This is an optimization exercise on Yosys and OpenROAD, whose aim is small area, a short achievable clock period and few clock cycles per item, not a production implementation. At most, simulation tests tie the RTL to the original design; equivalence was not proved. No activity file was given, so power comes from the tool's default toggle rates.

== run 1 ==
## bar_graph_page_renderer_unit
module bar_graph_page_renderer_unit (
  input  wire logic  clk,
  input  wire logic  rst,
  input  wire logic         items_valid,
  output logic              items_ready,
  input  wire logic [1:0]   items_operation,
  input  wire logic [7:0]   items_sample,
  input  wire logic [1:0]   items_row,
  input  wire logic [6:0]   items_column,
  input  wire logic         cfg_valid,
  output logic              cfg_ready,
  input  wire logic [1:0]   cfg_index,
  input  wire logic [7:0]   cfg_data,
  output logic              results_valid,
  input  wire logic         results_ready,
  output logic [7:0]        results_pixel_byte,
  output logic              results_scale_valid
);
Size in the first run: roughly 46 I/O pins, ~37000 um^2 of cells after synthesis.
clock: 5.0 ns
lec_check: 0
cap_margin: 20
core_margin: 2
core_utilization: 40
cts_buf_list: sky130_fd_sc_hd__clkbuf_16
cts_cluster_diameter: 70
cts_cluster_size: 25
setup_slack_margin: 2.85
slew_margin: 20
run.sh (not shown) runs the stock make flow with config.mk's settings and CLKGATE_MAP_FILE= SYNTH_SCRIPT=/design/flow/synth_recipe.tcl, a recipe that flattens the netlist after the stock synthesis.
Testbench counts of run 1, summed over its fixed seeds: cycles 10,384, items 8,192.
[inputs] run 2 vs run 1
# run 1
export LEC_CHECK = 0
export CAP_MARGIN = 20
export CORE_MARGIN = 2
export CORE_UTILIZATION = 40
export CTS_BUF_LIST = sky130_fd_sc_hd__clkbuf_16
export CTS_CLUSTER_DIAMETER = 70
export CTS_CLUSTER_SIZE = 25
export SETUP_SLACK_MARGIN = 2.85
export SLEW_MARGIN = 20
create_clock -name core_clock -period 5.0 [get_ports {clk}]
# run 2
export LEC_CHECK = 0
export CAP_MARGIN = 20
export CORE_MARGIN = 2
export CORE_UTILIZATION = 40
export CTS_BUF_LIST = sky130_fd_sc_hd__clkbuf_16
export CTS_CLUSTER_DIAMETER = 70
export CTS_CLUSTER_SIZE = 25
export SETUP_SLACK_MARGIN = 2.62
export SLEW_MARGIN = 20
create_clock -name core_clock -period 5.0 [get_ports {clk}]
### Flow results
Share of the final layout cell area in sequential cells, run 1 and run 2: lower on run 1. Clock network area share essentially unchanged between run 2 and run 1. Run 2 ended with more stage delay of the slowest cell on the critical path than run 1. Run 2 against run 1: half-perimeter wire length after detailed placement dropped 2.2 mm, footprint of the multi-input gates dropped 500 um^2, final setup slack of the worst path dropped 120 ps, detail-routed net length per standard cell dropped about 3.6%. Hold slack, run 1 and run 2, lower one = run 1. Run 2 reports its timing endpoint of the critical path as u_back.x3[0] while run 1 reports out_byte[7].
Inputs modified between run 2 and run 3:
# run 2
export LEC_CHECK = 0
export CAP_MARGIN = 20
export CORE_MARGIN = 2
export CORE_UTILIZATION = 40
export CTS_BUF_LIST = sky130_fd_sc_hd__clkbuf_16
export CTS_CLUSTER_DIAMETER = 70
export CTS_CLUSTER_SIZE = 25
export SETUP_SLACK_MARGIN = 2.62
export SLEW_MARGIN = 20
create_clock -name core_clock -period 5.0 [get_ports {clk}]
# run 3
export LEC_CHECK = 0
export ABC_AREA = 1
export CAP_MARGIN = 20
export CORE_MARGIN = 2
export CORE_UTILIZATION = 40
export CTS_BUF_LIST = sky130_fd_sc_hd__clkbuf_16
export CTS_CLUSTER_DIAMETER = 70
export CTS_CLUSTER_SIZE = 25
export SETUP_SLACK_MARGIN = 2.7
export SLEW_MARGIN = 20
create_clock -name core_clock -period 5.0 [get_ports {clk}]
### Flow results
- Changes observed in run 3 relative to run 2: final worst slack climbed 100 ps; net count reported at finish rose 1132; share of power burned in registers moved down; number of buffers created by CTS now sits higher.
- The lower non-clock buffer count of run 2 and run 3 is in run 3.
- In run 3, sequential share of layout area is lower than in run 2.
- Ratio of cells with drive above 1 in the final layout down 2.8 points in run 3 wrt run 2
- Between run 3 and run 2, it is run 3 whose met1 routed wirelength after detailed routing is higher, by 17%.
- Relative to run 2, the final cell area reported for run 3 is higher.
- Taking run 3 as 1.0, run 2 lands at 0.71 on number of standard cells after synthesis.
- In the metrics for run 2 and run 3, the one carrying the higher global routing met1 resource utilization is run 3.
#### Input delta (run 4 over run 3)
# run 3
export LEC_CHECK = 0
export ABC_AREA = 1
export CAP_MARGIN = 20
export CORE_MARGIN = 2
export CORE_UTILIZATION = 40
export CTS_BUF_LIST = sky130_fd_sc_hd__clkbuf_16
export CTS_CLUSTER_DIAMETER = 70
export CTS_CLUSTER_SIZE = 25
export SETUP_SLACK_MARGIN = 2.7
export SLEW_MARGIN = 20
create_clock -name core_clock -period 5.0 [get_ports {clk}]
# run 4
export LEC_CHECK = 0
export CAP_MARGIN = 20
export CORE_MARGIN = 2
export CORE_UTILIZATION = 40
export CTS_BUF_LIST = sky130_fd_sc_hd__clkbuf_16
export CTS_CLUSTER_DIAMETER = 80
export CTS_CLUSTER_SIZE = 30
export SETUP_SLACK_MARGIN = 2.7
export SLEW_MARGIN = 20
create_clock -name core_clock -period 5.0 [get_ports {clk}]
Findings:
| non-clock buffer count | run 4 vs run 3 | 14 higher |
Changes observed in run 4 relative to run 3: final total power shows a reduction of 1.2 mW; global-route total usage across every layer decreased 0.26 points; power density over the cells now smaller; share of total power in combinational logic comparable; total iterations of the first detailed-routing run dropped 1.
Compared run 4 vs run 3, and wire length after detailed routing is down in run 4.
Sequential share of power: lower on run 3
Diff run 3 -> run 4: global-route wire length before repair went down by 5.7%, clock network fraction of total power went down by 1.5 points, total of clock buffers placed in the layout went down by 18%.


## the baseline
Another version of the RTL of bar_graph_page_renderer_unit (not shown whole).
For scale: about 2800 cells after synthesis, ~1300 flip-flops, about 46 I/O pins, roughly 37000 um^2 of cells after synthesis.
export LEC_CHECK = 0
export CAP_MARGIN = 20
export CORE_MARGIN = 2
export CORE_UTILIZATION = 40
export CTS_BUF_LIST = sky130_fd_sc_hd__clkbuf_8
export CTS_CLUSTER_DIAMETER = 50
export CTS_CLUSTER_SIZE = 16
export SETUP_SLACK_MARGIN = 2.5
export SLEW_MARGIN = 20
create_clock -name core_clock -period 5.0 [get_ports {clk}]
Testbench counts of the baseline, summed over its fixed seeds: cycles 10,400, items 8,192.
--- input diff the baseline..the candidate ---
Settings: CTS_CLUSTER_DIAMETER now 70, was 50; CTS_BUF_LIST now sky130_fd_sc_hd__clkbuf_16, was sky130_fd_sc_hd__clkbuf_8; CTS_CLUSTER_SIZE now 25, was 16.
Results
Maximum frequency across the candidate and the baseline: no real change. The higher area overhead of the layout relative to synthesis came out of the baseline. The lower combinational logic power came out of the baseline. Across both runs, utilization after layout was lower for the candidate than for the baseline. Cmp the candidate vs the baseline: number of buffers other than clock buffers in the final layout higher in the candidate. The baseline -> the candidate: minimum setup slack among reg-to-reg paths flat. Taking the baseline as the reference, in the candidate overall global routing resource usage fell 0.34 points, final worst setup slack about even. The candidate vs. the baseline: flip-flop and latch share of the layout cell area went up by 0.47 points.


## red
Another version of the RTL of bar_graph_page_renderer_unit (not shown whole).
Size: about 2900 cells after synthesis.
## bar_graph_page_renderer_unit
module bar_graph_page_renderer_unit (
  input  wire logic  clk,
  input  wire logic  rst,
  input  wire logic         items_valid,
  output logic              items_ready,
  input  wire logic [1:0]   items_operation,
  input  wire logic [7:0]   items_sample,
  input  wire logic [1:0]   items_row,
  input  wire logic [6:0]   items_column,
  input  wire logic         cfg_valid,
  output logic              cfg_ready,
  input  wire logic [1:0]   cfg_index,
  input  wire logic [7:0]   cfg_data,
  output logic              results_valid,
  input  wire logic         results_ready,
  output logic [7:0]        results_pixel_byte,
  output logic              results_scale_valid
);
  logic [7:0] floor_value;
  logic [7:0] full_scale;
  logic [7:0] n;           
  logic [6:0] a1;          
  logic [6:0] gap;         
  logic [7:0] peak;
  logic       pk_v;
  logic       pk_clr;
  logic [7:0] pk_smp;
  logic       pk2_v;
  logic       pk2_clr;
  logic       pk2_above;
  logic [7:0] pk2_span;
  logic [7:0] s_use;
  logic        v2;
  logic [3:0]  sel_hi;
  logic [15:0] sel_lo0;
  logic [15:0] sel_lo1;
  logic [1:0]  row2;
  logic       ready_q;
  logic [bgpr_pkg::OUT_SLOTS-1:0] outstanding;   
  logic in_acc;
  assign in_acc      = items_valid && ready_q;
  assign items_ready = ready_q;
  assign cfg_ready   = 1'b1;
  logic ld, clr, rd, ld_do;
  assign ld    = in_acc && items_operation == bgpr_pkg::OP_LOAD;
  assign clr   = in_acc && items_operation == bgpr_pkg::OP_CLEAR;
  assign rd    = in_acc && items_operation == bgpr_pkg::OP_READ;
  assign ld_do = ld && !n[7];
  logic [7:0] n_nxt;
  logic [6:0] gap_nxt;
  assign n_nxt   = clr ? 8'd0 : ld_do ? n + 8'd1 : n;
  assign gap_nxt = ld_do ? 7'd0 : gap - 7'd1;
  logic [5:0] vv;         
  logic       busy;       
  logic       pk_apply;
  assign busy     = v2 || (vv != '0);
  assign pk_apply = pk_v && !busy;
  always_ff @(posedge clk) begin
    if (rst) begin
      floor_value <= '0;
      full_scale  <= bgpr_pkg::FULL_SCALE_RST;
      n           <= '0;
      peak        <= '0;
      pk_v        <= 1'b0;
      pk2_v       <= 1'b0;
    end else begin
      if (cfg_valid) begin
        if (cfg_index == 2'd0) floor_value <= cfg_data;
  ...
clock: 5.0 ns
lec_check: 0
cap_margin: 20
core_margin: 2
core_utilization: 40
cts_buf_list: sky130_fd_sc_hd__clkbuf_16
cts_cluster_diameter: 70
cts_cluster_size: 25
setup_slack_margin: 2.7
slew_margin: 20
red: PASS, flow complete, no timing, DRC or antenna violations
## Diff of input files: blue against red
- SETUP_SLACK_MARGIN now 2.5, was 2.7
--- outcome ---
- Run comparison: red critical path launch point sel_lo1[11]; blue critical path launch point sel_lo1[2]
- Delta (blue minus red): worst relative slew slack roughly the same, met2 layer usage reported by global route higher, layout cell share with drive strength beyond 1 lower, clock-pin slew of the registers on the worst-case setup and hold paths roughly the same, routing usage on met3 lower.
No run of this note included a check of the RTL's function; only the layout flow was run.


== rev 12 ==
bar_graph_page_renderer_unit, a different RTL version from the one above (not shown whole).
For scale: ~46 I/O pins, roughly 0.038 mm^2 of cells after synthesis.
Settings: LEC_CHECK=0, CAP_MARGIN=20, CORE_MARGIN=2, CORE_UTILIZATION=40, CTS_BUF_LIST=sky130_fd_sc_hd__clkbuf_16, CTS_CLUSTER_DIAMETER=75, CTS_CLUSTER_SIZE=30, SETUP_SLACK_MARGIN=2.5, SLEW_MARGIN=20; clock period 5.0 ns.
--- input diff rev 12..rev 13 ---
--- a/flow/config.mk
+++ b/flow/config.mk
@@ -12,2 +12,2 @@
-export CTS_CLUSTER_DIAMETER = 75
-export CTS_CLUSTER_SIZE = 30
+export CTS_CLUSTER_DIAMETER = 70
+export CTS_CLUSTER_SIZE = 25
==> notes.md <==
The lower cell-internal power of rev 13 and rev 12 is in rev 12.
Max first-iteration DRC count across rev 13 and rev 12: rev 13
Hold slack up 0.020 ns in rev 13 wrt rev 12
The worst-case register-to-register setup slack of rev 13 is higher than that of rev 12.
Per the comparison of rev 13 with rev 12, total power picked up an extra 1.7%; total wirelength of the detailed-routed design picked up an extra about 0.6%; ratio of cells with drive above 1 in the final layout picked up an extra 0.18 points; fraction of standard cell area that is sequential lost 0.27 points; placed cell count neither gained nor lost much.
Between rev 13 and rev 12, the part of the cycle the worst path needs is lower for rev 13.
Function was not checked in any run of this note: the RTL went through the layout flow alone.


Setup of alpha:
Another version of the RTL of bar_graph_page_renderer_unit (not shown whole).
Size in the first run: roughly 2800 cells after synthesis, ~1300 flip-flops, about 46 I/O pins.
## bar_graph_page_renderer_unit
module bar_graph_page_renderer_unit (
  input  wire logic  clk,
  input  wire logic  rst,
  input  wire logic         items_valid,
  output logic              items_ready,
  input  wire logic [1:0]   items_operation,
  input  wire logic [7:0]   items_sample,
  input  wire logic [1:0]   items_row,
  input  wire logic [6:0]   items_column,
  input  wire logic         cfg_valid,
  output logic              cfg_ready,
  input  wire logic [1:0]   cfg_index,
  input  wire logic [7:0]   cfg_data,
  output logic              results_valid,
  input  wire logic         results_ready,
  output logic [7:0]        results_pixel_byte,
  output logic              results_scale_valid
);
clock: 5.0 ns
lec_check: 0
cap_margin: 20
core_margin: 2
core_utilization: 40
cts_buf_list: sky130_fd_sc_hd__clkbuf_16
cts_cluster_diameter: 70
cts_cluster_size: 25
setup_slack_margin: 2.5
slew_margin: 20
alpha: full flow OK, the timing, design-rule and antenna checks passed
## Diff of input files: beta against alpha
- SETUP_SLACK_MARGIN now 2.7, was 2.5
==> notes.md <==
Power density over the cells for beta is higher than for alpha. Per the comparison of beta with alpha, clock share of power went down; wire length shows an increase of 1900 um; design area climbed 490 um2; chip height roughly the same. beta reports a higher maximum frequency than alpha does. [beta] total power rose 2.3% relative to alpha. Combinational power was lower in the run labelled alpha. beta ended up with a lower clock buffer instance count of the final layout than alpha did. Final cell count in beta vs alpha: up about 0.6%. Setup slack: beta more than alpha.
No functional check of the RTL was part of any run of this note.


bar_graph_page_renderer_unit, a different RTL version from the one above (not shown whole).
Size: about 2,800 cells after synthesis, roughly 37,000 um2 of cells after synthesis.
==> flow/design.v (excerpt) <==
module bar_graph_page_renderer_unit (
  input  wire logic  clk,
  input  wire logic  rst,
  input  wire logic         items_valid,
  output logic              items_ready,
  input  wire logic [1:0]   items_operation,
  input  wire logic [7:0]   items_sample,
  input  wire logic [1:0]   items_row,
  input  wire logic [6:0]   items_column,
  input  wire logic         cfg_valid,
  output logic              cfg_ready,
  input  wire logic [1:0]   cfg_index,
  input  wire logic [7:0]   cfg_data,
  output logic              results_valid,
  input  wire logic         results_ready,
  output logic [7:0]        results_pixel_byte,
  output logic              results_scale_valid
);
  logic [7:0] floor_value;
  logic [7:0] full_scale;
  logic [7:0] n;           
  logic [6:0] a1;          
  logic [6:0] gap;         
  logic [7:0] peak;
  logic       pk_v;
  logic       pk_clr;
  logic       pk_gt;
  logic [7:0] pk_span;
  logic [7:0] s_use;
  logic        v2;
  logic [7:0]  sel_hi;
  logic [15:0] sel_lo;
  logic [1:0]  row2;
  logic       ready_q;
  logic [bgpr_pkg::OUT_SLOTS-1:0] outstanding;   
  logic in_acc;
  assign in_acc      = items_valid && ready_q;
  assign items_ready = ready_q;
  assign cfg_ready   = 1'b1;
  logic ld, clr, rd, ld_do;
  assign ld    = in_acc && items_operation == bgpr_pkg::OP_LOAD;
  assign clr   = in_acc && items_operation == bgpr_pkg::OP_CLEAR;
  assign rd    = in_acc && items_operation == bgpr_pkg::OP_READ;
  assign ld_do = ld && !n[7];
  logic [7:0] n_nxt;
  logic [6:0] gap_nxt;
  assign n_nxt   = clr ? 8'd0 : ld_do ? n + 8'd1 : n;
  assign gap_nxt = ld_do ? 7'd0 : gap - 7'd1;
  logic [5:0] vv;         
  logic       busy;       
  logic       pk_apply;
  assign busy     = v2 || (vv != '0);
  assign pk_apply = pk_v && !busy;
  always_ff @(posedge clk) begin
    if (rst) begin
      floor_value <= '0;
      full_scale  <= bgpr_pkg::FULL_SCALE_RST;
      n           <= '0;
      peak        <= '0;
      pk_v        <= 1'b0;
    end else begin
      if (cfg_valid) begin
        if (cfg_index == 2'd0) floor_value <= cfg_data;
        if (cfg_index == 2'd1) full_scale  <= cfg_data;
      end
      n <= n_nxt;
      if (pk_apply) begin
        if (pk_clr) begin
          peak <= '0;
  ...
Settings: LEC_CHECK=0, CAP_MARGIN=20, CORE_MARGIN=2, CORE_UTILIZATION=40, CTS_BUF_LIST=sky130_fd_sc_hd__clkbuf_16, CTS_CLUSTER_DIAMETER=70, CTS_CLUSTER_SIZE=25, SETUP_SLACK_MARGIN=2.7, SLEW_MARGIN=20; clock period 5.0 ns.
The baseline finished clean.
==> next run, changes <==
- SETUP_SLACK_MARGIN: 2.7 -> 2.5
Wire length decreases by 1.2%.
Combinational power went down by 9.7%.
Global-route usage fell by 0.11 points.
Worst setup slack degrades by 0.14 ns.
Utilization goes down by 0.70 points.
Function was not checked in any run of this note: the RTL went through the layout flow alone.


RTL: one of the versions met above, not the one the previous note started from.
For scale: about 2800 cells after synthesis, roughly 1200 flip-flops, roughly 0.037 sq mm of cells after synthesis.
clock: 5.0 ns
lec_check: 0
cap_margin: 20
core_margin: 2
core_utilization: 40
cts_buf_list: sky130_fd_sc_hd__clkbuf_16
cts_cluster_diameter: 80
cts_cluster_size: 30
place_density: 0.75
setup_slack_margin: 2.78
slew_margin: 20
Testbench counts at the start, summed over its fixed seeds: cycles 10,384, items 8,192.
Next try:
CTS_CLUSTER_DIAMETER = 70   (was 80)
CTS_CLUSTER_SIZE = 25   (was 30)
PLACE_DENSITY = default   (was 0.75)
SETUP_SLACK_MARGIN = 2.5   (was 2.78)
After rerunning: Combinational power goes down by 14%. Hold slack loses 5.2 ps. Via count shrinks by 1.6%. Setup slack degrades by 210 ps. Sequential share of layout area came out higher by 0.61 points. Global-route usage grows by 0.34 points. Cell area shrinks by 1.1%. Power went down by 0.37%. Sequential power barely changes.
Next try:
CTS_CLUSTER_DIAMETER = 80   (was 70)
CTS_CLUSTER_SIZE = 30   (was 25)
SETUP_SLACK_MARGIN = 2.78   (was 2.5)
Effect: Area after synthesis is unchanged; critical path depth climbs by 2; sequential share of layout area went down by 0.84 points; flip-flop and latch count does not change; die area is unchanged; worst setup slack improves by 240 ps; cell area went up by 1.5%; non-clock buffer count rises by 42; clock-buffer cell count went down by 6; wire length is higher by 3.6%; via count rose by 0.95%.
Next try:
CORE_UTILIZATION = 55   (was 40)
CTS_CLUSTER_DIAMETER = 70   (was 80)
CTS_CLUSTER_SIZE = 25   (was 30)
SETUP_SLACK_MARGIN = 2.7   (was 2.78)
After rerunning: The new run completed with no timing, DRC or antenna violations; via count barely changes; hold slack gains 4.4 ps; final cell count decreases by 8.2%; global-route usage rose by 7.0 points; critical path depth fell by 3; first-iteration DRC count grows by 28%; wire length came out higher by 1.3%; synthesized cell count is unchanged; utilization came out higher by 16 points.

==> static timing again, ports no longer ideal <==
Ports are ideal in the flow. The routed layouts listed here were re-timed in OpenROAD.
Step 1 (the two cells are an assumption about what drives the block):
set clk [get_ports {clk}]
set_driving_cell -lib_cell sky130_fd_sc_hd__clkbuf_16 $clk
set_driving_cell -lib_cell sky130_fd_sc_hd__buf_2 [delete_from_list [all_inputs] $clk]
Step 2 adds t to the input delays and takes it off the output delays; t is the mean of the earliest and latest rising clock arrival at the registers after step 1. Input paths then give back, and output paths get back, about the clock's delay inside the block.
Three values: ideal ports, drivers, drivers and shift; two values: the first two.
run	t (ns)	slack for setup (ns)	slew at the worst register clock pin (ns)	worst data-port slew with drivers (ns)
run 1	0.726	2.785 / 2.732 / 2.208	0.10 / 0.10	0.08
run 2	0.726	2.662 / 2.614 / 1.965	0.10 / 0.10	0.08
run 3	0.738	2.765 / 2.695 / 2.046	0.10 / 0.10	0.09
run 4	0.702	2.749 / 2.693 / 2.044	0.12 / 0.12	0.08
the baseline	0.790	2.423 / 2.423 / 1.702	0.11 / 0.11	0.04
the candidate	0.720	2.422 / 2.422 / 2.040	0.10 / 0.10	0.04
red	0.730	2.657 / 2.657 / 2.015	0.10 / 0.10	0.04
blue	0.742	2.532 / 2.532 / 1.894	0.10 / 0.10	0.10
rev 12	0.707	2.504 / 2.504 / 1.976	0.11 / 0.11	0.08
rev 13	0.738	2.545 / 2.545 / 1.953	0.10 / 0.10	0.07
alpha	0.717	2.554 / 2.554 / 1.911	0.10 / 0.10	0.10
beta	0.740	2.703 / 2.694 / 2.093	0.10 / 0.10	0.11
the first run of note 6	0.686	2.680 / 2.706 / 2.036	0.10 / 0.10	0.05
the second run of note 6	0.688	2.537 / 2.575 / 1.890	0.10 / 0.10	0.09
the first run of note 7	0.711	2.768 / 2.750 / 2.168	0.12 / 0.12	0.12
the second run of note 7	0.706	2.556 / 2.552 / 1.846	0.10 / 0.10	0.07
the third run of note 7	0.692	2.793 / 2.771 / 2.172	0.11 / 0.11	0.07
the fourth run of note 7	0.708	2.734 / 2.689 / 2.106	0.10 / 0.10	0.05
After both steps setup and hold are still met in every run listed. The setup slack of the baseline, which loses most, moves by 0.000 ns with the drivers and by -0.721 ns with both steps.
